What follows belongs to an exercise in optimizing a design on an open flow for small area, a short achievable clock period and few clock cycles; a production flow would make more cautious choices.
Where RTL was checked, it was by simulation tests only, not by an equivalence proof against the original.
No functional check of the RTL was part of run 1.

## flow/design.v (module list and top-level ports; edited modules follow where they fit)
// module segment_convex_polygon_hit: 680 lines
module segment_convex_polygon_hit #(
	parameter int MAX_VERTICES = scph_pkg::MAX_VERTICES_DEF
) (
	input  logic                          clk,
	input  logic                          arst_n,
	input  logic                          req_valid,
	output logic                          req_stall,
	input  scph_pkg::req_t                req,
	output logic                          rsp_valid,
	input  logic                          rsp_stall,
	output scph_pkg::rsp_t                rsp,
	input  logic                          cfg_valid,
	output logic                          cfg_ready,
	input  logic [scph_pkg::CFG_BITS-1:0] cfg_data
);
  // ...
==> flow/run.sh <==
#!/bin/bash
# synth_recipe.tcl (not shown) runs the flow's synth.tcl, then flattens the netlist and writes it again
# the make line also repeats each setting of config.mk as NAME=value (left out here)
make -C /OpenROAD-flow-scripts/flow DESIGN_CONFIG=/design/flow/config.mk WORK_HOME=/design/flow/orfs CLKGATE_MAP_FILE= SYNTH_SCRIPT=/design/flow/synth_recipe.tcl finish
==> flow/config.mk <==
export PLATFORM = sky130hd
export DESIGN_NAME = segment_convex_polygon_hit
export DESIGN_NICKNAME = segment_convex_polygon_hit
export VERILOG_FILES = /design/flow/design.v
export SDC_FILE = /design/flow/constraint.sdc
export NUM_CORES = 4
export LEC_CHECK = 0
export CAP_MARGIN = 20
export CORE_MARGIN = 2
export CORE_UTILIZATION = 55
export PLACE_DENSITY = 0.65
export SETUP_SLACK_MARGIN = 4.0
export SLEW_MARGIN = 20
export TNS_END_PERCENT = 5
==> flow/constraint.sdc <==
create_clock -name core_clock -period 7.5 [get_ports {clk}]
set_input_delay 1.5000 -clock core_clock [delete_from_list [all_inputs] [get_ports {clk}]]
set_output_delay 1.5000 -clock core_clock [all_outputs]
set_load 0.01 [all_outputs]
==> results.yml, run 1 <==
placed_design:
  place_hpwl_um: 299400
  pre_cts_slack_ns: 2.817
  dp.cells: 13980
floorplanning:
  nWellTaps: 2975
  die_x_um: 475.4
sta:
  relSlewSlack_pct: 18.44
  worst_slack_ns: 3.332
  grt_setup_unrepaired: "true"
  holdWs_ns: 0.3296
hold_path:
  hold_depth: 0
  min_from: "mo_yd[9]"
  worst_hold_path.endpoint: "aA_yd[9]"
cells_and_area:
  top_register: "mem"
  utilization_pct: 62.71
  buf_share_pct: 4.842
  multiInputGateArea_sq_mm: 0.07414
  clock_buffers: 239
critical_path:
  crit_required_ns: 8.22
  worstSetupStartpoint: "mdyd[5]"
  rr_worst_depth: 9
  cp.arrival_ns: 4.89
  setup.worst_path.end: "c1_uE0[19]"
  reg2reg_to: "c1_uE0[19]"
  crit_path_frequent_cell: "fa_1"
clocking:
  cts.hold.buffers_added: 0
  cts_tree: "built"
  clk_pin_slew_ns: 0.06
synth:
  async_flop_share_pct: 4.404
  synthMuxAreaShare_pct: 0.6807
  synth_area_leaders: "fa_1, edfxtp_1, dfxtp_1"
  synth-simple-area-share_pct: 6.475
detailed_routing:
  viasPerCell: 6.063
  via_count: 89307
  drt_iter0_drc: 11817
run_status:
  status: "timing/DRC/antenna clean"
job:
  maxCapViolCount: 0
grt:
  antenna_found_initial: 24
==> run 2: changes to the inputs <==
--- a/flow/design.v
+++ b/flow/design.v
@@ -64,5 +64,5 @@
 	localparam int UB    = CB + WB;          
 	localparam int EB    = SB + 1;           
-	localparam int DEPTH = 8;                
+	localparam int DEPTH = 10;               
 	function automatic logic [17:0] brow(input logic [16:0] x, input logic one, input logic two,
 	                                     input logic neg);
@@ -153,6 +153,4 @@
 	end
 	logic [2*CB-1:0]       f_ve, f_vo;
-	logic signed [CB-1:0]  f_vex, f_vey, f_vox, f_voy;
-	logic signed [WB-1:0]  fe_x, fe_y, fo_x, fo_y;
 	always_comb begin
 		f_ve = '0;
@@ -163,12 +161,26 @@
 		end
 	end
-	assign f_vex = f_ve[2*CB-1:CB];
-	assign f_vey = f_ve[CB-1:0];
-	assign f_vox = f_vo[2*CB-1:CB];
-	assign f_voy = f_vo[CB-1:0];
-	assign fe_x  = WB'(f_vex) - WB'(ox_q);
-	assign fe_y  = WB'(f_vey) - WB'(oy_q);
-	assign fo_x  = WB'(f_vox) - WB'(ox_q);
-	assign fo_y  = WB'(f_voy) - WB'(oy_q);
+	logic                  g_v, g_q, g_first, g_last, g_odd, g_n3;
+	logic [2*CB-1:0]       g_ve, g_vo;
+	logic signed [CB-1:0]  g_ox, g_oy, g_dx, g_dy, f_vex, f_vey, f_vox, f_voy;
+	logic signed [WB-1:0]  fe_x, fe_y, fo_x, fo_y;
+	always_ff @(posedge clk) begin
+		g_ve <= f_ve;
+		g_vo <= f_vo;
+		if (f_v && f_q && f_first) begin
+			g_ox <= ox_q;
+			g_oy <= oy_q;
+			g_dx <= dx_q;
+			g_dy <= dy_q;
+		end
+	end
+	assign f_vex = g_ve[2*CB-1:CB];
+	assign f_vey = g_ve[CB-1:0];
+	assign f_vox = g_vo[2*CB-1:CB];
+	assign f_voy = g_vo[CB-1:0];
+	assign fe_x  = WB'(f_vex) - WB'(g_ox);
+	assign fe_y  = WB'(f_vey) - WB'(g_oy);
+	assign fo_x  = WB'(f_vox) - WB'(g_ox);
+	assign fo_y  = WB'(f_voy) - WB'(g_oy);
 	logic                 m_v, m_q, m_first, m_last, m_odd, m_n3, m_wrapa;
 	logic                 r_v, r_q, r_n3;         
@@ -195,5 +207,5 @@
 			bA_yd <= fe_yd;
 		end
-		if (f_q && f_last && f_odd) begin
+		if (g_q && g_last && g_odd) begin
 			bB_x  <= h_x;
 			bB_yd <= h_yd;
@@ -202,9 +214,9 @@
 			bB_yd <= fo_yd;
 		end
-		if (f_v && f_q && f_first) begin
+		if (g_v && g_q && g_first) begin
 			h_x  <= fe_x;
 			h_yd <= fe_yd;
-			mdxd <= benc16(dx_q);
-			mdyd <= benc16(dy_q);
+			mdxd <= benc16(g_dx);
+			mdyd <= benc16(g_dy);
 		end
 	end
@@ -229,5 +241,5 @@
 	assign sAd_n7 = brow(bA_x, aA_yd[21], aA_yd[22], !aA_yd[23]);
 	assign sAd_n8 = brow(bA_x, aA_yd[24], aA_yd[25], !aA_yd[26]);
-	logic [34:0] sAd_t_l1_0, sAd_t_l1_1, sAd_t_l1_2, sAd_t_l1_3, sAd_t_l1_4, sAd_t_l1_5, sAd_t_l1_6, sAd_t_l1_7, sAd_t_l1_8, sAd_t_l1_9, sAd_t_l1_10, sAd_t_l1_11, sAd_t_l2_0, sAd_t_l2_1, sAd_t_l2_2, sAd_t_l2_3, sAd_t_l2_4, sAd_t_l2_5, sAd_t_l2_6, sAd_t_l2_7, sAd_t_l3_0, sAd_t_l3_1, sAd_t_l3_2, sAd_t_l3_3, sAd_t_l3_4, sAd_t_l3_5, sAd_t_l4_0, sAd_t_l4_1, sAd_t_l4_2, sAd_t_l4_3;
+	logic [34:0] sAd_t_l1_0, sAd_t_l1_1, sAd_t_l1_2, sAd_t_l1_3, sAd_t_l1_4, sAd_t_l1_5, sAd_t_l1_6, sAd_t_l1_7, sAd_t_l1_8, sAd_t_l1_9, sAd_t_l1_10, sAd_t_l1_11, sAd_t_l2_0, sAd_t_l2_1, sAd_t_l2_2, sAd_t_l2_3, sAd_t_l2_4, sAd_t_l2_5, sAd_t_l2_6, sAd_t_l2_7, sAd_t_l3_0, sAd_t_l3_1, sAd_t_l3_2, sAd_t_l3_3, sAd_t_l3_4, sAd_t_l3_5;
 	assign sAd_t_l1_0 = (35'(sAd_p0) << 0) ^ ((35'(sAd_p1) << 2) | (35'(bA_yd[2]) << 0)) ^ ((35'(sAd_p2) << 4) | (35'(bA_yd[5]) << 2));
 	assign sAd_t_l1_1 = (((35'(sAd_p0) << 0) & ((35'(sAd_p1) << 2) | (35'(bA_yd[2]) << 0))) | ((35'(sAd_p0) << 0) & ((35'(sAd_p2) << 4) | (35'(bA_yd[5]) << 2))) | (((35'(sAd_p1) << 2) | (35'(bA_yd[2]) << 0)) & ((35'(sAd_p2) << 4) | (35'(bA_yd[5]) << 2)))) << 1;
@@ -256,13 +268,11 @@
 	assign sAd_t_l3_4 = sAd_t_l2_6 ^ sAd_t_l2_7 ^ (35'h2aaac0000 | (35'(bA_yd[26] ^ !aA_yd[26]) << 16) | (35'(bA_yd[26] & !aA_yd[26]) << 17));
 	assign sAd_t_l3_5 = ((sAd_t_l2_6 & sAd_t_l2_7) | (sAd_t_l2_6 & (35'h2aaac0000 | (35'(bA_yd[26] ^ !aA_yd[26]) << 16) | (35'(bA_yd[26] & !aA_yd[26]) << 17))) | (sAd_t_l2_7 & (35'h2aaac0000 | (35'(bA_yd[26] ^ !aA_yd[26]) << 16) | (35'(bA_yd[26] & !aA_yd[26]) << 17)))) << 1;
-	assign sAd_t_l4_0 = sAd_t_l3_0 ^ sAd_t_l3_1 ^ sAd_t_l3_2;
-	assign sAd_t_l4_1 = ((sAd_t_l3_0 & sAd_t_l3_1) | (sAd_t_l3_0 & sAd_t_l3_2) | (sAd_t_l3_1 & sAd_t_l3_2)) << 1;
-	assign sAd_t_l4_2 = sAd_t_l3_3 ^ sAd_t_l3_4 ^ sAd_t_l3_5;
-	assign sAd_t_l4_3 = ((sAd_t_l3_3 & sAd_t_l3_4) | (sAd_t_l3_3 & sAd_t_l3_5) | (sAd_t_l3_4 & sAd_t_l3_5)) << 1;
-	logic [34:0] m_sA0, m_sA1, m_sA2, m_sA3;
-	assign m_sA0 = sAd_t_l4_0;
-	assign m_sA1 = sAd_t_l4_1;
-	assign m_sA2 = sAd_t_l4_2;
-	assign m_sA3 = sAd_t_l4_3;
+	logic [34:0] m_sA0, m_sA1, m_sA2, m_sA3, m_sA4, m_sA5;
+	assign m_sA0 = sAd_t_l3_0;
+	assign m_sA1 = sAd_t_l3_1;
+	assign m_sA2 = sAd_t_l3_2;
+	assign m_sA3 = sAd_t_l3_3;
+	assign m_sA4 = sAd_t_l3_4;
+	assign m_sA5 = sAd_t_l3_5;
 	logic [17:0] sBd_p0, sBd_p1, sBd_p2, sBd_p3, sBd_p4, sBd_p5, sBd_p6, sBd_p7, sBd_p8;
 	assign sBd_p0 = brow(me_x, bB_yd[0], bB_yd[1], bB_yd[2]);
@@ -285,5 +295,5 @@
 	assign sBd_n7 = brow(bB_x, me_yd[21], me_yd[22], !me_yd[23]);
 	assign sBd_n8 = brow(bB_x, me_yd[24], me_yd[25], !me_yd[26]);
-	logic [34:0] sBd_t_l1_0, sBd_t_l1_1, sBd_t_l1_2, sBd_t_l1_3, sBd_t_l1_4, sBd_t_l1_5, sBd_t_l1_6, sBd_t_l1_7, sBd_t_l1_8, sBd_t_l1_9, sBd_t_l1_10, sBd_t_l1_11, sBd_t_l2_0, sBd_t_l2_1, sBd_t_l2_2, sBd_t_l2_3, sBd_t_l2_4, sBd_t_l2_5, sBd_t_l2_6, sBd_t_l2_7, sBd_t_l3_0, sBd_t_l3_1, sBd_t_l3_2, sBd_t_l3_3, sBd_t_l3_4, sBd_t_l3_5, sBd_t_l4_0, sBd_t_l4_1, sBd_t_l4_2, sBd_t_l4_3;
+	logic [34:0] sBd_t_l1_0, sBd_t_l1_1, sBd_t_l1_2, sBd_t_l1_3, sBd_t_l1_4, sBd_t_l1_5, sBd_t_l1_6, sBd_t_l1_7, sBd_t_l1_8, sBd_t_l1_9, sBd_t_l1_10, sBd_t_l1_11, sBd_t_l2_0, sBd_t_l2_1, sBd_t_l2_2, sBd_t_l2_3, sBd_t_l2_4, sBd_t_l2_5, sBd_t_l2_6, sBd_t_l2_7, sBd_t_l3_0, sBd_t_l3_1, sBd_t_l3_2, sBd_t_l3_3, sBd_t_l3_4, sBd_t_l3_5;
 	assign sBd_t_l1_0 = (35'(sBd_p0) << 0) ^ ((35'(sBd_p1) << 2) | (35'(bB_yd[2]) << 0)) ^ ((35'(sBd_p2) << 4) | (35'(bB_yd[5]) << 2));
 	assign sBd_t_l1_1 = (((35'(sBd_p0) << 0) & ((35'(sBd_p1) << 2) | (35'(bB_yd[2]) << 0))) | ((35'(sBd_p0) << 0) & ((35'(sBd_p2) << 4) | (35'(bB_yd[5]) << 2))) | (((35'(sBd_p1) << 2) | (35'(bB_yd[2]) << 0)) & ((35'(sBd_p2) << 4) | (35'(bB_yd[5]) << 2)))) << 1;
@@ -312,13 +322,11 @@
 	assign sBd_t_l3_4 = sBd_t_l2_6 ^ sBd_t_l2_7 ^ (35'h2aaac0000 | (35'(bB_yd[26] ^ !me_yd[26]) << 16) | (35'(bB_yd[26] & !me_yd[26]) << 17));
 	assign sBd_t_l3_5 = ((sBd_t_l2_6 & sBd_t_l2_7) | (sBd_t_l2_6 & (35'h2aaac0000 | (35'(bB_yd[26] ^ !me_yd[26]) << 16) | (35'(bB_yd[26] & !me_yd[26]) << 17))) | (sBd_t_l2_7 & (35'h2aaac0000 | (35'(bB_yd[26] ^ !me_yd[26]) << 16) | (35'(bB_yd[26] & !me_yd[26]) << 17)))) << 1;
-	assign sBd_t_l4_0 = sBd_t_l3_0 ^ sBd_t_l3_1 ^ sBd_t_l3_2;
-	assign sBd_t_l4_1 = ((sBd_t_l3_0 & sBd_t_l3_1) | (sBd_t_l3_0 & sBd_t_l3_2) | (sBd_t_l3_1 & sBd_t_l3_2)) << 1;
-	assign sBd_t_l4_2 = sBd_t_l3_3 ^ sBd_t_l3_4 ^ sBd_t_l3_5;
-	assign sBd_t_l4_3 = ((sBd_t_l3_3 & sBd_t_l3_4) | (sBd_t_l3_3 & sBd_t_l3_5) | (sBd_t_l3_4 & sBd_t_l3_5)) << 1;
-	logic [34:0] m_sB0, m_sB1, m_sB2, m_sB3;
-	assign m_sB0 = sBd_t_l4_0;
-	assign m_sB1 = sBd_t_l4_1;
-	assign m_sB2 = sBd_t_l4_2;
-	assign m_sB3 = sBd_t_l4_3;
+	logic [34:0] m_sB0, m_sB1, m_sB2, m_sB3, m_sB4, m_sB5;
+	assign m_sB0 = sBd_t_l3_0;
+	assign m_sB1 = sBd_t_l3_1;
+	assign m_sB2 = sBd_t_l3_2;
+	assign m_sB3 = sBd_t_l3_3;
+	assign m_sB4 = sBd_t_l3_4;
+	assign m_sB5 = sBd_t_l3_5;
 	logic [17:0] uEd_p0, uEd_p1, uEd_p2, uEd_p3, uEd_p4, uEd_p5, uEd_p6, uEd_p7;
 	assign uEd_p0 = brow(me_y, mdxd[0], mdxd[1], mdxd[2]);
@@ -339,5 +347,5 @@
 	assign uEd_n6 = brow(me_x, mdyd[18], mdyd[19], !mdyd[20]);
 	assign uEd_n7 = brow(me_x, mdyd[21], mdyd[22], !mdyd[23]);
-	logic [32:0] uEd_t_l1_0, uEd_t_l1_1, uEd_t_l1_2, uEd_t_l1_3, uEd_t_l1_4, uEd_t_l1_5, uEd_t_l1_6, uEd_t_l1_7, uEd_t_l1_8, uEd_t_l1_9, uEd_t_l2_0, uEd_t_l2_1, uEd_t_l2_2, uEd_t_l2_3, uEd_t_l2_4, uEd_t_l2_5, uEd_t_l2_6, uEd_t_l2_7, uEd_t_l3_0, uEd_t_l3_1, uEd_t_l3_2, uEd_t_l3_3, uEd_t_l4_0, uEd_t_l4_1, uEd_t_l4_2, uEd_t_l4_3;
+	logic [32:0] uEd_t_l1_0, uEd_t_l1_1, uEd_t_l1_2, uEd_t_l1_3, uEd_t_l1_4, uEd_t_l1_5, uEd_t_l1_6, uEd_t_l1_7, uEd_t_l1_8, uEd_t_l1_9, uEd_t_l2_0, uEd_t_l2_1, uEd_t_l2_2, uEd_t_l2_3, uEd_t_l2_4, uEd_t_l2_5, uEd_t_l2_6, uEd_t_l2_7, uEd_t_l3_0, uEd_t_l3_1, uEd_t_l3_2, uEd_t_l3_3;
 	assign uEd_t_l1_0 = (33'(uEd_p0) << 0) ^ ((33'(uEd_p1) << 2) | (33'(mdxd[2]) << 0)) ^ ((33'(uEd_p2) << 4) | (33'(mdxd[5]) << 2));
 	assign uEd_t_l1_1 = (((33'(uEd_p0) << 0) & ((33'(uEd_p1) << 2) | (33'(mdxd[2]) << 0))) | ((33'(uEd_p0) << 0) & ((33'(uEd_p2) << 4) | (33'(mdxd[5]) << 2))) | (((33'(uEd_p1) << 2) | (33'(mdxd[2]) << 0)) & ((33'(uEd_p2) << 4) | (33'(mdxd[5]) << 2)))) << 1;
@@ -362,13 +370,11 @@
 	assign uEd_t_l3_2 = uEd_t_l2_3 ^ uEd_t_l2_4 ^ uEd_t_l2_5;
 	assign uEd_t_l3_3 = ((uEd_t_l2_3 & uEd_t_l2_4) | (uEd_t_l2_3 & uEd_t_l2_5) | (uEd_t_l2_4 & uEd_t_l2_5)) << 1;
-	assign uEd_t_l4_0 = uEd_t_l3_0 ^ uEd_t_l3_1 ^ uEd_t_l3_2;
-	assign uEd_t_l4_1 = ((uEd_t_l3_0 & uEd_t_l3_1) | (uEd_t_l3_0 & uEd_t_l3_2) | (uEd_t_l3_1 & uEd_t_l3_2)) << 1;
-	assign uEd_t_l4_2 = uEd_t_l3_3 ^ uEd_t_l2_6 ^ uEd_t_l2_7;
-	assign uEd_t_l4_3 = ((uEd_t_l3_3 & uEd_t_l2_6) | (uEd_t_l3_3 & uEd_t_l2_7) | (uEd_t_l2_6 & uEd_t_l2_7)) << 1;
-	logic [32:0] m_uE0, m_uE1, m_uE2, m_uE3;
-	assign m_uE0 = uEd_t_l4_0;
-	assign m_uE1 = uEd_t_l4_1;
-	assign m_uE2 = uEd_t_l4_2;
-	assign m_uE3 = uEd_t_l4_3;
+	logic [32:0] m_uE0, m_uE1, m_uE2, m_uE3, m_uE4, m_uE5;
+	assign m_uE0 = uEd_t_l3_0;
+	assign m_uE1 = uEd_t_l3_1;
+	assign m_uE2 = uEd_t_l3_2;
+	assign m_uE3 = uEd_t_l3_3;
+	assign m_uE4 = uEd_t_l2_6;
+	assign m_uE5 = uEd_t_l2_7;
 	logic [17:0] uOd_p0, uOd_p1, uOd_p2, uOd_p3, uOd_p4, uOd_p5, uOd_p6, uOd_p7;
 	assign uOd_p0 = brow(mo_y, mdxd[0], mdxd[1], mdxd[2]);
@@ -389,5 +395,5 @@
 	assign uOd_n6 = brow(mo_x, mdyd[18], mdyd[19], !mdyd[20]);
 	assign uOd_n7 = brow(mo_x, mdyd[21], mdyd[22], !mdyd[23]);
-	logic [32:0] uOd_t_l1_0, uOd_t_l1_1, uOd_t_l1_2, uOd_t_l1_3, uOd_t_l1_4, uOd_t_l1_5, uOd_t_l1_6, uOd_t_l1_7, uOd_t_l1_8, uOd_t_l1_9, uOd_t_l2_0, uOd_t_l2_1, uOd_t_l2_2, uOd_t_l2_3, uOd_t_l2_4, uOd_t_l2_5, uOd_t_l2_6, uOd_t_l2_7, uOd_t_l3_0, uOd_t_l3_1, uOd_t_l3_2, uOd_t_l3_3, uOd_t_l4_0, uOd_t_l4_1, uOd_t_l4_2, uOd_t_l4_3;
+	logic [32:0] uOd_t_l1_0, uOd_t_l1_1, uOd_t_l1_2, uOd_t_l1_3, uOd_t_l1_4, uOd_t_l1_5, uOd_t_l1_6, uOd_t_l1_7, uOd_t_l1_8, uOd_t_l1_9, uOd_t_l2_0, uOd_t_l2_1, uOd_t_l2_2, uOd_t_l2_3, uOd_t_l2_4, uOd_t_l2_5, uOd_t_l2_6, uOd_t_l2_7, uOd_t_l3_0, uOd_t_l3_1, uOd_t_l3_2, uOd_t_l3_3;
 	assign uOd_t_l1_0 = (33'(uOd_p0) << 0) ^ ((33'(uOd_p1) << 2) | (33'(mdxd[2]) << 0)) ^ ((33'(uOd_p2) << 4) | (33'(mdxd[5]) << 2));
 	assign uOd_t_l1_1 = (((33'(uOd_p0) << 0) & ((33'(uOd_p1) << 2) | (33'(mdxd[2]) << 0))) | ((33'(uOd_p0) << 0) & ((33'(uOd_p2) << 4) | (33'(mdxd[5]) << 2))) | (((33'(uOd_p1) << 2) | (33'(mdxd[2]) << 0)) & ((33'(uOd_p2) << 4) | (33'(mdxd[5]) << 2)))) << 1;
@@ -412,77 +418,108 @@
 	assign uOd_t_l3_2 = uOd_t_l2_3 ^ uOd_t_l2_4 ^ uOd_t_l2_5;
 	assign uOd_t_l3_3 = ((uOd_t_l2_3 & uOd_t_l2_4) | (uOd_t_l2_3 & uOd_t_l2_5) | (uOd_t_l2_4 & uOd_t_l2_5)) << 1;
-	assign uOd_t_l4_0 = uOd_t_l3_0 ^ uOd_t_l3_1 ^ uOd_t_l3_2;
-	assign uOd_t_l4_1 = ((uOd_t_l3_0 & uOd_t_l3_1) | (uOd_t_l3_0 & uOd_t_l3_2) | (uOd_t_l3_1 & uOd_t_l3_2)) << 1;
-	assign uOd_t_l4_2 = uOd_t_l3_3 ^ uOd_t_l2_6 ^ uOd_t_l2_7;
-	assign uOd_t_l4_3 = ((uOd_t_l3_3 & uOd_t_l2_6) | (uOd_t_l3_3 & uOd_t_l2_7) | (uOd_t_l2_6 & uOd_t_l2_7)) << 1;
-	logic [32:0] m_uO0, m_uO1, m_uO2, m_uO3;
-	assign m_uO0 = uOd_t_l4_0;
-	assign m_uO1 = uOd_t_l4_1;
-	assign m_uO2 = uOd_t_l4_2;
-	assign m_uO3 = uOd_t_l4_3;
+	logic [32:0] m_uO0, m_uO1, m_uO2, m_uO3, m_uO4, m_uO5;
+	assign m_uO0 = uOd_t_l3_0;
+	assign m_uO1 = uOd_t_l3_1;
+	assign m_uO2 = uOd_t_l3_2;
+	assign m_uO3 = uOd_t_l3_3;
+	assign m_uO4 = uOd_t_l2_6;
+	assign m_uO5 = uOd_t_l2_7;
+	logic                 p_q, p_first, p_av, p_awrap, p_bwrap, p_rv, p_rq, p_n3;
 	logic                 c1_q, c1_first, c1_av, c1_awrap, c1_bwrap, c1_rv, c1_rq, c1_n3;
-	logic [34:0] c1_sA0, c1_sA1, c1_sA2, c1_sA3, c1_sAx, c1_sAc;
+	logic [34:0] p_sA0, p_sA1, p_sA2, p_sA3, p_sA4, p_sA5, c1_sA0, c1_sA1, c1_sAx, c1_sAc;
 	logic signed [34:0] c1_sA;
+	logic [34:0] p_sAt_l1_0, p_sAt_l1_1, p_sAt_l1_2, p_sAt_l1_3, p_sAt_l2_0, p_sAt_l2_1, p_sAt_l3_0, p_sAt_l3_1;
+	assign p_sAt_l1_0 = p_sA0 ^ p_sA1 ^ p_sA2;
+	assign p_sAt_l1_1 = ((p_sA0 & p_sA1) | (p_sA0 & p_sA2) | (p_sA1 & p_sA2)) << 1;
+	assign p_sAt_l1_2 = p_sA3 ^ p_sA4 ^ p_sA5;
+	assign p_sAt_l1_3 = ((p_sA3 & p_sA4) | (p_sA3 & p_sA5) | (p_sA4 & p_sA5)) << 1;
+	assign p_sAt_l2_0 = p_sAt_l1_0 ^ p_sAt_l1_1 ^ p_sAt_l1_2;
+	assign p_sAt_l2_1 = ((p_sAt_l1_0 & p_sAt_l1_1) | (p_sAt_l1_0 & p_sAt_l1_2) | (p_sAt_l1_1 & p_sAt_l1_2)) << 1;
+	assign p_sAt_l3_0 = p_sAt_l2_0 ^ p_sAt_l2_1 ^ p_sAt_l1_3;
+	assign p_sAt_l3_1 = ((p_sAt_l2_0 & p_sAt_l2_1) | (p_sAt_l2_0 & p_sAt_l1_3) | (p_sAt_l2_1 & p_sAt_l1_3)) << 1;
 	always_ff @(posedge clk) begin
-		c1_sA0 <= m_sA0;
-		c1_sA1 <= m_sA1;
-		c1_sA2 <= m_sA2;
-		c1_sA3 <= m_sA3;
-	end
-	logic [34:0] c1_sAt_l1_0, c1_sAt_l1_1, c1_sAt_l2_0, c1_sAt_l2_1;
-	assign c1_sAt_l1_0 = c1_sA0 ^ c1_sA1 ^ c1_sA2;
-	assign c1_sAt_l1_1 = ((c1_sA0 & c1_sA1) | (c1_sA0 & c1_sA2) | (c1_sA1 & c1_sA2)) << 1;
-	assign c1_sAt_l2_0 = c1_sAt_l1_0 ^ c1_sAt_l1_1 ^ c1_sA3;
-	assign c1_sAt_l2_1 = ((c1_sAt_l1_0 & c1_sAt_l1_1) | (c1_sAt_l1_0 & c1_sA3) | (c1_sAt_l1_1 & c1_sA3)) << 1;
-	assign c1_sAx = c1_sAt_l2_0;
-	assign c1_sAc = c1_sAt_l2_1;
+		p_sA0 <= m_sA0;
+		p_sA1 <= m_sA1;
+		p_sA2 <= m_sA2;
+		p_sA3 <= m_sA3;
+		p_sA4 <= m_sA4;
+		p_sA5 <= m_sA5;
+		c1_sA0 <= p_sAt_l3_0;
+		c1_sA1 <= p_sAt_l3_1;
+	end
+	assign c1_sAx = c1_sA0;
+	assign c1_sAc = c1_sA1;
 	assign c1_sA = c1_sAx + c1_sAc;
-	logic [34:0] c1_sB0, c1_sB1, c1_sB2, c1_sB3, c1_sBx, c1_sBc;
+	logic [34:0] p_sB0, p_sB1, p_sB2, p_sB3, p_sB4, p_sB5, c1_sB0, c1_sB1, c1_sBx, c1_sBc;
 	logic signed [34:0] c1_sB;
+	logic [34:0] p_sBt_l1_0, p_sBt_l1_1, p_sBt_l1_2, p_sBt_l1_3, p_sBt_l2_0, p_sBt_l2_1, p_sBt_l3_0, p_sBt_l3_1;
+	assign p_sBt_l1_0 = p_sB0 ^ p_sB1 ^ p_sB2;
+	assign p_sBt_l1_1 = ((p_sB0 & p_sB1) | (p_sB0 & p_sB2) | (p_sB1 & p_sB2)) << 1;
+	assign p_sBt_l1_2 = p_sB3 ^ p_sB4 ^ p_sB5;
+	assign p_sBt_l1_3 = ((p_sB3 & p_sB4) | (p_sB3 & p_sB5) | (p_sB4 & p_sB5)) << 1;
+	assign p_sBt_l2_0 = p_sBt_l1_0 ^ p_sBt_l1_1 ^ p_sBt_l1_2;
+	assign p_sBt_l2_1 = ((p_sBt_l1_0 & p_sBt_l1_1) | (p_sBt_l1_0 & p_sBt_l1_2) | (p_sBt_l1_1 & p_sBt_l1_2)) << 1;
+	assign p_sBt_l3_0 = p_sBt_l2_0 ^ p_sBt_l2_1 ^ p_sBt_l1_3;
+	assign p_sBt_l3_1 = ((p_sBt_l2_0 & p_sBt_l2_1) | (p_sBt_l2_0 & p_sBt_l1_3) | (p_sBt_l2_1 & p_sBt_l1_3)) << 1;
 	always_ff @(posedge clk) begin
-		c1_sB0 <= m_sB0;
-		c1_sB1 <= m_sB1;
-		c1_sB2 <= m_sB2;
-		c1_sB3 <= m_sB3;
-	end
-	logic [34:0] c1_sBt_l1_0, c1_sBt_l1_1, c1_sBt_l2_0, c1_sBt_l2_1;
-	assign c1_sBt_l1_0 = c1_sB0 ^ c1_sB1 ^ c1_sB2;
-	assign c1_sBt_l1_1 = ((c1_sB0 & c1_sB1) | (c1_sB0 & c1_sB2) | (c1_sB1 & c1_sB2)) << 1;
-	assign c1_sBt_l2_0 = c1_sBt_l1_0 ^ c1_sBt_l1_1 ^ c1_sB3;
-	assign c1_sBt_l2_1 = ((c1_sBt_l1_0 & c1_sBt_l1_1) | (c1_sBt_l1_0 & c1_sB3) | (c1_sBt_l1_1 & c1_sB3)) << 1;
-	assign c1_sBx = c1_sBt_l2_0;
-	assign c1_sBc = c1_sBt_l2_1;
+		p_sB0 <= m_sB0;
+		p_sB1 <= m_sB1;
+		p_sB2 <= m_sB2;
+		p_sB3 <= m_sB3;
+		p_sB4 <= m_sB4;
+		p_sB5 <= m_sB5;
+		c1_sB0 <= p_sBt_l3_0;
+		c1_sB1 <= p_sBt_l3_1;
+	end
+	assign c1_sBx = c1_sB0;
+	assign c1_sBc = c1_sB1;
 	assign c1_sB = c1_sBx + c1_sBc;
-	logic [32:0] c1_uE0, c1_uE1, c1_uE2, c1_uE3, c1_uEx, c1_uEc;
+	logic [32:0] p_uE0, p_uE1, p_uE2, p_uE3, p_uE4, p_uE5, c1_uE0, c1_uE1, c1_uEx, c1_uEc;
 	logic signed [32:0] c1_uE;
+	logic [32:0] p_uEt_l1_0, p_uEt_l1_1, p_uEt_l1_2, p_uEt_l1_3, p_uEt_l2_0, p_uEt_l2_1, p_uEt_l3_0, p_uEt_l3_1;
+	assign p_uEt_l1_0 = p_uE0 ^ p_uE1 ^ p_uE2;
+	assign p_uEt_l1_1 = ((p_uE0 & p_uE1) | (p_uE0 & p_uE2) | (p_uE1 & p_uE2)) << 1;
+	assign p_uEt_l1_2 = p_uE3 ^ p_uE4 ^ p_uE5;
+	assign p_uEt_l1_3 = ((p_uE3 & p_uE4) | (p_uE3 & p_uE5) | (p_uE4 & p_uE5)) << 1;
+	assign p_uEt_l2_0 = p_uEt_l1_0 ^ p_uEt_l1_1 ^ p_uEt_l1_2;
+	assign p_uEt_l2_1 = ((p_uEt_l1_0 & p_uEt_l1_1) | (p_uEt_l1_0 & p_uEt_l1_2) | (p_uEt_l1_1 & p_uEt_l1_2)) << 1;
+	assign p_uEt_l3_0 = p_uEt_l2_0 ^ p_uEt_l2_1 ^ p_uEt_l1_3;
+	assign p_uEt_l3_1 = ((p_uEt_l2_0 & p_uEt_l2_1) | (p_uEt_l2_0 & p_uEt_l1_3) | (p_uEt_l2_1 & p_uEt_l1_3)) << 1;
 	always_ff @(posedge clk) begin
-		c1_uE0 <= m_uE0;
-		c1_uE1 <= m_uE1;
-		c1_uE2 <= m_uE2;
-		c1_uE3 <= m_uE3;
-	end
-	logic [32:0] c1_uEt_l1_0, c1_uEt_l1_1, c1_uEt_l2_0, c1_uEt_l2_1;
-	assign c1_uEt_l1_0 = c1_uE0 ^ c1_uE1 ^ c1_uE2;
-	assign c1_uEt_l1_1 = ((c1_uE0 & c1_uE1) | (c1_uE0 & c1_uE2) | (c1_uE1 & c1_uE2)) << 1;
-	assign c1_uEt_l2_0 = c1_uEt_l1_0 ^ c1_uEt_l1_1 ^ c1_uE3;
-	assign c1_uEt_l2_1 = ((c1_uEt_l1_0 & c1_uEt_l1_1) | (c1_uEt_l1_0 & c1_uE3) | (c1_uEt_l1_1 & c1_uE3)) << 1;
-	assign c1_uEx = c1_uEt_l2_0;
-	assign c1_uEc = c1_uEt_l2_1;
+		p_uE0 <= m_uE0;
+		p_uE1 <= m_uE1;
+		p_uE2 <= m_uE2;
+		p_uE3 <= m_uE3;
+		p_uE4 <= m_uE4;
+		p_uE5 <= m_uE5;
+		c1_uE0 <= p_uEt_l3_0;
+		c1_uE1 <= p_uEt_l3_1;
+	end
+	assign c1_uEx = c1_uE0;
+	assign c1_uEc = c1_uE1;
 	assign c1_uE = c1_uEx + c1_uEc;
-	logic [32:0] c1_uO0, c1_uO1, c1_uO2, c1_uO3, c1_uOx, c1_uOc;
+	logic [32:0] p_uO0, p_uO1, p_uO2, p_uO3, p_uO4, p_uO5, c1_uO0, c1_uO1, c1_uOx, c1_uOc;
 	logic signed [32:0] c1_uO;
+	logic [32:0] p_uOt_l1_0, p_uOt_l1_1, p_uOt_l1_2, p_uOt_l1_3, p_uOt_l2_0, p_uOt_l2_1, p_uOt_l3_0, p_uOt_l3_1;
+	assign p_uOt_l1_0 = p_uO0 ^ p_uO1 ^ p_uO2;
+	assign p_uOt_l1_1 = ((p_uO0 & p_uO1) | (p_uO0 & p_uO2) | (p_uO1 & p_uO2)) << 1;
+	assign p_uOt_l1_2 = p_uO3 ^ p_uO4 ^ p_uO5;
+	assign p_uOt_l1_3 = ((p_uO3 & p_uO4) | (p_uO3 & p_uO5) | (p_uO4 & p_uO5)) << 1;
+	assign p_uOt_l2_0 = p_uOt_l1_0 ^ p_uOt_l1_1 ^ p_uOt_l1_2;
+	assign p_uOt_l2_1 = ((p_uOt_l1_0 & p_uOt_l1_1) | (p_uOt_l1_0 & p_uOt_l1_2) | (p_uOt_l1_1 & p_uOt_l1_2)) << 1;
+	assign p_uOt_l3_0 = p_uOt_l2_0 ^ p_uOt_l2_1 ^ p_uOt_l1_3;
+	assign p_uOt_l3_1 = ((p_uOt_l2_0 & p_uOt_l2_1) | (p_uOt_l2_0 & p_uOt_l1_3) | (p_uOt_l2_1 & p_uOt_l1_3)) << 1;
 	always_ff @(posedge clk) begin
-		c1_uO0 <= m_uO0;
-		c1_uO1 <= m_uO1;
-		c1_uO2 <= m_uO2;
-		c1_uO3 <= m_uO3;
-	end
-	logic [32:0] c1_uOt_l1_0, c1_uOt_l1_1, c1_uOt_l2_0, c1_uOt_l2_1;
-	assign c1_uOt_l1_0 = c1_uO0 ^ c1_uO1 ^ c1_uO2;
-	assign c1_uOt_l1_1 = ((c1_uO0 & c1_uO1) | (c1_uO0 & c1_uO2) | (c1_uO1 & c1_uO2)) << 1;
-	assign c1_uOt_l2_0 = c1_uOt_l1_0 ^ c1_uOt_l1_1 ^ c1_uO3;
-	assign c1_uOt_l2_1 = ((c1_uOt_l1_0 & c1_uOt_l1_1) | (c1_uOt_l1_0 & c1_uO3) | (c1_uOt_l1_1 & c1_uO3)) << 1;
-	assign c1_uOx = c1_uOt_l2_0;
-	assign c1_uOc = c1_uOt_l2_1;
+		p_uO0 <= m_uO0;
+		p_uO1 <= m_uO1;
+		p_uO2 <= m_uO2;
+		p_uO3 <= m_uO3;
+		p_uO4 <= m_uO4;
+		p_uO5 <= m_uO5;
+		c1_uO0 <= p_uOt_l3_0;
+		c1_uO1 <= p_uOt_l3_1;
+	end
+	assign c1_uOx = c1_uO0;
+	assign c1_uOc = c1_uO1;
 	assign c1_uO = c1_uOx + c1_uOc;
 	logic                 c2_q, c2_first, c2_av, c2_awrap, c2_bwrap, c2_rv, c2_rq, c2_n3;
@@ -569,5 +606,5 @@
 	logic [1:0]       fifo_d [DEPTH];
 	logic [DEPTH-1:0] fifo_v;
-	logic [3:0]       inflight_q;
+	logic [DEPTH-1:0] infl_q;      
 	logic             push, pop;
 	logic [1:0]       push_d;
@@ -578,15 +615,15 @@
 	assign push_d  = c3_rq ? {res_hit, res_ins} : 2'b00;
 	assign pop     = fifo_v[0] && !rsp_stall;
-	logic full_next;
+	logic [DEPTH-1:0] infl_next;
+	logic             full_next;
 	always_comb begin
-		if (inflight_q >= 4'(DEPTH + 1)) begin
-			full_next = 1'b1;
-		end else if (inflight_q == 4'(DEPTH)) begin
-			full_next = acc || !pop;
-		end else if (inflight_q == 4'(DEPTH - 1)) begin
-			full_next = acc && !pop;
+		if (acc && !pop) begin
+			infl_next = {infl_q[DEPTH-2:0], 1'b1};
+		end else if (pop && !acc) begin
+			infl_next = infl_q >> 1;
 		end else begin
-			full_next = 1'b0;
+			infl_next = infl_q;
 		end
+		full_next = infl_next[DEPTH-1];
 	end
 	assign rsp_valid = fifo_v[0];
@@ -619,4 +656,18 @@
 			f_oh       <= 8'd1;
 			f_kl       <= '0;
+			g_v        <= 1'b0;
+			g_q        <= 1'b0;
+			g_first    <= 1'b0;
+			g_last     <= 1'b0;
+			g_odd      <= 1'b0;
+			g_n3       <= 1'b0;
+			p_q        <= 1'b0;
+			p_first    <= 1'b0;
+			p_av       <= 1'b0;
+			p_awrap    <= 1'b0;
+			p_bwrap    <= 1'b0;
+			p_rv       <= 1'b0;
+			p_rq       <= 1'b0;
+			p_n3       <= 1'b0;
 			m_v        <= 1'b0;
 			m_q        <= 1'b0;
@@ -656,5 +707,5 @@
 			hit_q      <= 1'b0;
 			fifo_v     <= '0;
-			inflight_q <= '0;
+			infl_q     <= '0;
 		end else begin
 			if (cfg_valid) begin
@@ -676,22 +727,36 @@
 				f_n3  <= n_used >= 5'd3;
 			end
-			m_v     <= f_v && f_last;
-			m_q     <= f_v && f_q;
-			m_first <= f_first;
-			m_last  <= f_last;
-			m_odd   <= f_odd;
-			m_n3    <= f_n3;
+			g_v     <= f_v;
+			g_q     <= f_q;
+			g_first <= f_first;
+			g_last  <= f_last;
+			g_odd   <= f_odd;
+			g_n3    <= f_n3;
+			m_v     <= g_v && g_last;
+			m_q     <= g_v && g_q;
+			m_first <= g_first;
+			m_last  <= g_last;
+			m_odd   <= g_odd;
+			m_n3    <= g_n3;
 			m_wrapa <= m_q && m_last && !m_odd;
 			r_v     <= m_v;
 			r_q     <= m_q && m_last;
 			r_n3    <= m_n3;
-			c1_q     <= m_q;
-			c1_first <= m_first;
-			c1_av    <= (m_q && !m_first) || m_wrapa;
-			c1_awrap <= m_wrapa;
-			c1_bwrap <= m_q && m_last && m_odd;
-			c1_rv    <= r_v;
-			c1_rq    <= r_q;
-			c1_n3    <= r_n3;
+			p_q      <= m_q;
+			p_first  <= m_first;
+			p_av     <= (m_q && !m_first) || m_wrapa;
+			p_awrap  <= m_wrapa;
+			p_bwrap  <= m_q && m_last && m_odd;
+			p_rv     <= r_v;
+			p_rq     <= r_q;
+			p_n3     <= r_n3;
+			c1_q     <= p_q;
+			c1_first <= p_first;
+			c1_av    <= p_av;
+			c1_awrap <= p_awrap;
+			c1_bwrap <= p_bwrap;
+			c1_rv    <= p_rv;
+			c1_rq    <= p_rq;
+			c1_n3    <= p_n3;
 			c2_q     <= c1_q;
 			c2_first <= c1_first;
@@ -719,5 +784,5 @@
 				fifo_v <= {fifo_v[DEPTH-2:0], 1'b1};
 			end
-			inflight_q <= inflight_q + 4'(acc) - 4'(pop);
+			infl_q     <= infl_next;
 			stall_q    <= (nf_v && nf_q && !nf_last) || full_next;
 		end
--- a/flow/config.mk
+++ b/flow/config.mk
@@ -10,5 +10,5 @@
 export CORE_UTILIZATION = 55
 export PLACE_DENSITY = 0.65
-export SETUP_SLACK_MARGIN = 4.0
+export SETUP_SLACK_MARGIN = 4.2
 export SLEW_MARGIN = 20
 export TNS_END_PERCENT = 5
==> run 2 against run 1 <==
Against the previous run: final area is 8.0% higher; still clean; critical path type unchanged; largest cell class unchanged; synthesized area is 11% higher; critical endpoint is now p_uO0[14].
==> results.yml, run 2 <==
cells_and_area:
  layout_commonest_cell: "inv_1"
  multiInputGateArea_sq_mm: 0.07295
  layout_common_cells: "inv_1, dfxtp_1, a22oi_1"
  top_register: "mem"
  area_growth_pct: 10.97
  largest_reg_flops: 512
  final_nets: 14256
  fin_area_sq_mm: 0.1501
  register_area_sq_mm: 0.05419
  final_layout_size_suffix_gt1_share_pct: 8.261
  fill_cells: 19541
grt:
  grt_pass1_vias: 92778
  grt_max_degree: 66
  gr-total-overflow: 0
  grt_pass1_wl_um: 613500
  antenna_found_initial: 58
  grtUsageTotal_pct: 33.23
detailed_routing:
  drt_iter0_drc: 11759
  drc: 0
  drt-total-wl_um: 428900
  wl_per_cell_um: 27.60
  first_pass_iters: 7
  ant_nets: 0
  viasPerCell: 5.942
  via_count: 92328
sta:
  period_minus_slack_ns: 3.386
  finalCritPeriodShare_pct: 45.14
  grt_setup_unrepaired: "true"
  relSlewSlack_pct: 21.45
  hold_viol: 0
  holdWs_ns: 0.3158
  fin_tns_setup_ns: 0
  setup_viol: 0
  worstMarginPinSlew_ns: 1.177
  fmax_mhz: 295.4
  slew_violations: 0
  skew_ns: 0.1084
clocking:
  clk_pin_slew_ns: 0.07
  clock-sinks: 2286
  htreeDepth: 4
  cts-root-buf: "clkbuf_16"
  cts_tree: "built"
  numCtsBuffers: 236
  clk_latency_ns: 0.98
  cts.path.max_buffers: 3
  cts.hold.buffers_added: 0
synth:
  netlist_area_sq_mm: 0.1352
  ys.flop_type: "dfxtp_1"
  ys_ff_latch: 2286
  syn_nets: 14536
  synthCells: 12332
  synth-edff-count: 785
  synth.largest_area_cell: "dfxtp_1"
  ys_seq_area_share_pct: 40.01
  syn_area_per_cell_sq_um: 10.97
  ys_types: 86
  yosysMostFrequentCell: "inv_1"
  yosys-top-cells-count: "inv_1, dfxtp_1, a22oi_1, fa_1, xnor2_1"
  synth_area_leaders: "dfxtp_1, edfxtp_1, fa_1"
  async_flop_share_pct: 4.243
  yosysWarnings: 2
  synth_top_area_share_pct: 20.78
floorplanning:
  core-area_sq_mm: 0.2453
  die_x_um: 499.9
  fp.dieH_um: 499.9
  rows: 182
  num_io_pins: 84
  start_util_pct: 55.14
  dieArea_sq_mm: 0.2499
critical_path:
  cp.arrival_ns: 4.13
  crit_required_ns: 8.25
  criticalPathCategory: "register to register"
  start_kind: "register"
  end_kind: "register"
  worst-path-max-fanout: 16
placed_design:
  placed_area_sq_mm: 0.1382
  io_buffers: 82
  place_congestion: 0.9497
  place_hpwl_um: 296900
run_status:
  status: "timing/DRC/antenna clean"
hold_path:
  hp-class: "register to register"
job:
  maxCapViolCount: 0
[run 2: changes by cell type in the layout (fill, tap and decap cells not counted), moves of 70 or more]
cell / change
nor2_1: +88
buf_4: -217
xor2_1: +120
xnor2_1: -97
clkbuf_16: +70
dfxtp_1: +532
[run 2: cell type report]
| type | instances | area share [%] |
|---|---|---|
| clock inverter | 134 | 1.267 |
| inverter | 1604 | 4.027 |
| sequential | 2286 | 36.10 |
| tap | 3220 | 2.684 |
| clock buffer | 315 | 4.464 |
| multi-input combinational | 7571 | 48.61 |
| antenna | 54 | 0.09004 |
| timing repair buffer | 353 | 2.754 |
[run 2: through the flow]
step,instances,utilization [%],setup WS [ns]
after global placement,14905,56.32,1.951
after detailed placement,14907,56.34,1.862
after global routing,15524,61.18,4.020
after floorplan,12332,-,3.981
final,15537,61.19,4.114
after CTS,15359,59.90,3.927
[run 2: path summary, 6_finish.rpt]
path | startpoint | endpoint | slack (ns) | cells after the start
setup / recovery | mo_y[12] | p_uO0[14] | 4.11 | 7
hold / removal | mo_yd[7] | aA_yd[7] | 0.32 | 0
setup reg to reg | mo_y[12] | p_uO0[14] | 4.11 | 7
hold reg to reg | mo_yd[7] | aA_yd[7] | 0.32 | 0
max in group asynchronous | arst_n | f_oh[7] | 5.71 | 2
min in group asynchronous | arst_n | c3_rq | 0.58 | 1
[run 2: cells by family (layout without fill, tap and decap cells)]
family / after synthesis / count (layout) / synth area share (%)
compound gates: 1932 / 1932 / 10.23
xor+xnor: 1546 / 1546 / 10.03
fa+ha+maj: 2125 / 2125 / 26.01
buf+inv: 2476 / 2406 / 6.876
flops: 2286 / 2286 / 40.01
mux: 91 / 91 / 0.7300
other cells: 1 / 55 / 0.002773
simple gates: 1875 / 1876 / 6.108
[run 2: critical path, stage by stage (launching register included)]
cell and delay [ns]:
dfxtp_1 1.10, a22oi_1 0.29, xnor2_1 0.23, fa_1 0.55, inv_1 0.06, fa_1 0.48, inv_1 0.06, fa_1 0.45
[run 2: layer usage]
layer  vias up  GRT usage (%)  wire length, um
met2      5572          47.44           176800
met5         -         0.5595              310
li1      39966              -                -
met3      1132          10.37            55540
met4        20          14.68            22560
met1     45638          46.38           173700
[run 2: what timing repair did]
action / in CTS / in global routing
resized for setup: 19 / 254
buffers inserted: 2 / 101
cloned: 1 / 23
setup endpoints to repair: 314 / 398
pin swaps: 0 / 40
Testbench counts of run 2, summed over its fixed seeds: cycles 21,114.

## static timing again, ports no longer ideal
The flow's constraints put no driver on any port. The routed layouts listed below were extracted and timed again, unchanged, in two steps. Step 1: set_driving_cell puts a clkbuf_16 on clk and a buf_2 on each other input, an assumption about the parent block. Step 2 moves the port delays by t, midway between the first and last clock arrival at a register: inputs arrive t later, outputs are due t later. That takes back most of the time a late clock gives input paths. a / b / c = ideal ports / drivers / drivers and shift; a / b = the first two.
run | shift t [ns] | setup WS [ns] | pins driven straight from the clock port
run 1 | 0.981 | 3.332 / 3.332 / 3.331 | 1
run 2 | 1.028 | 4.114 / 4.035 / 3.217 | 1
After both steps every run listed still meets setup and hold. The setup slack of run 2, which loses most, moves by -0.079 ns with the drivers and by -0.897 ns with both steps.
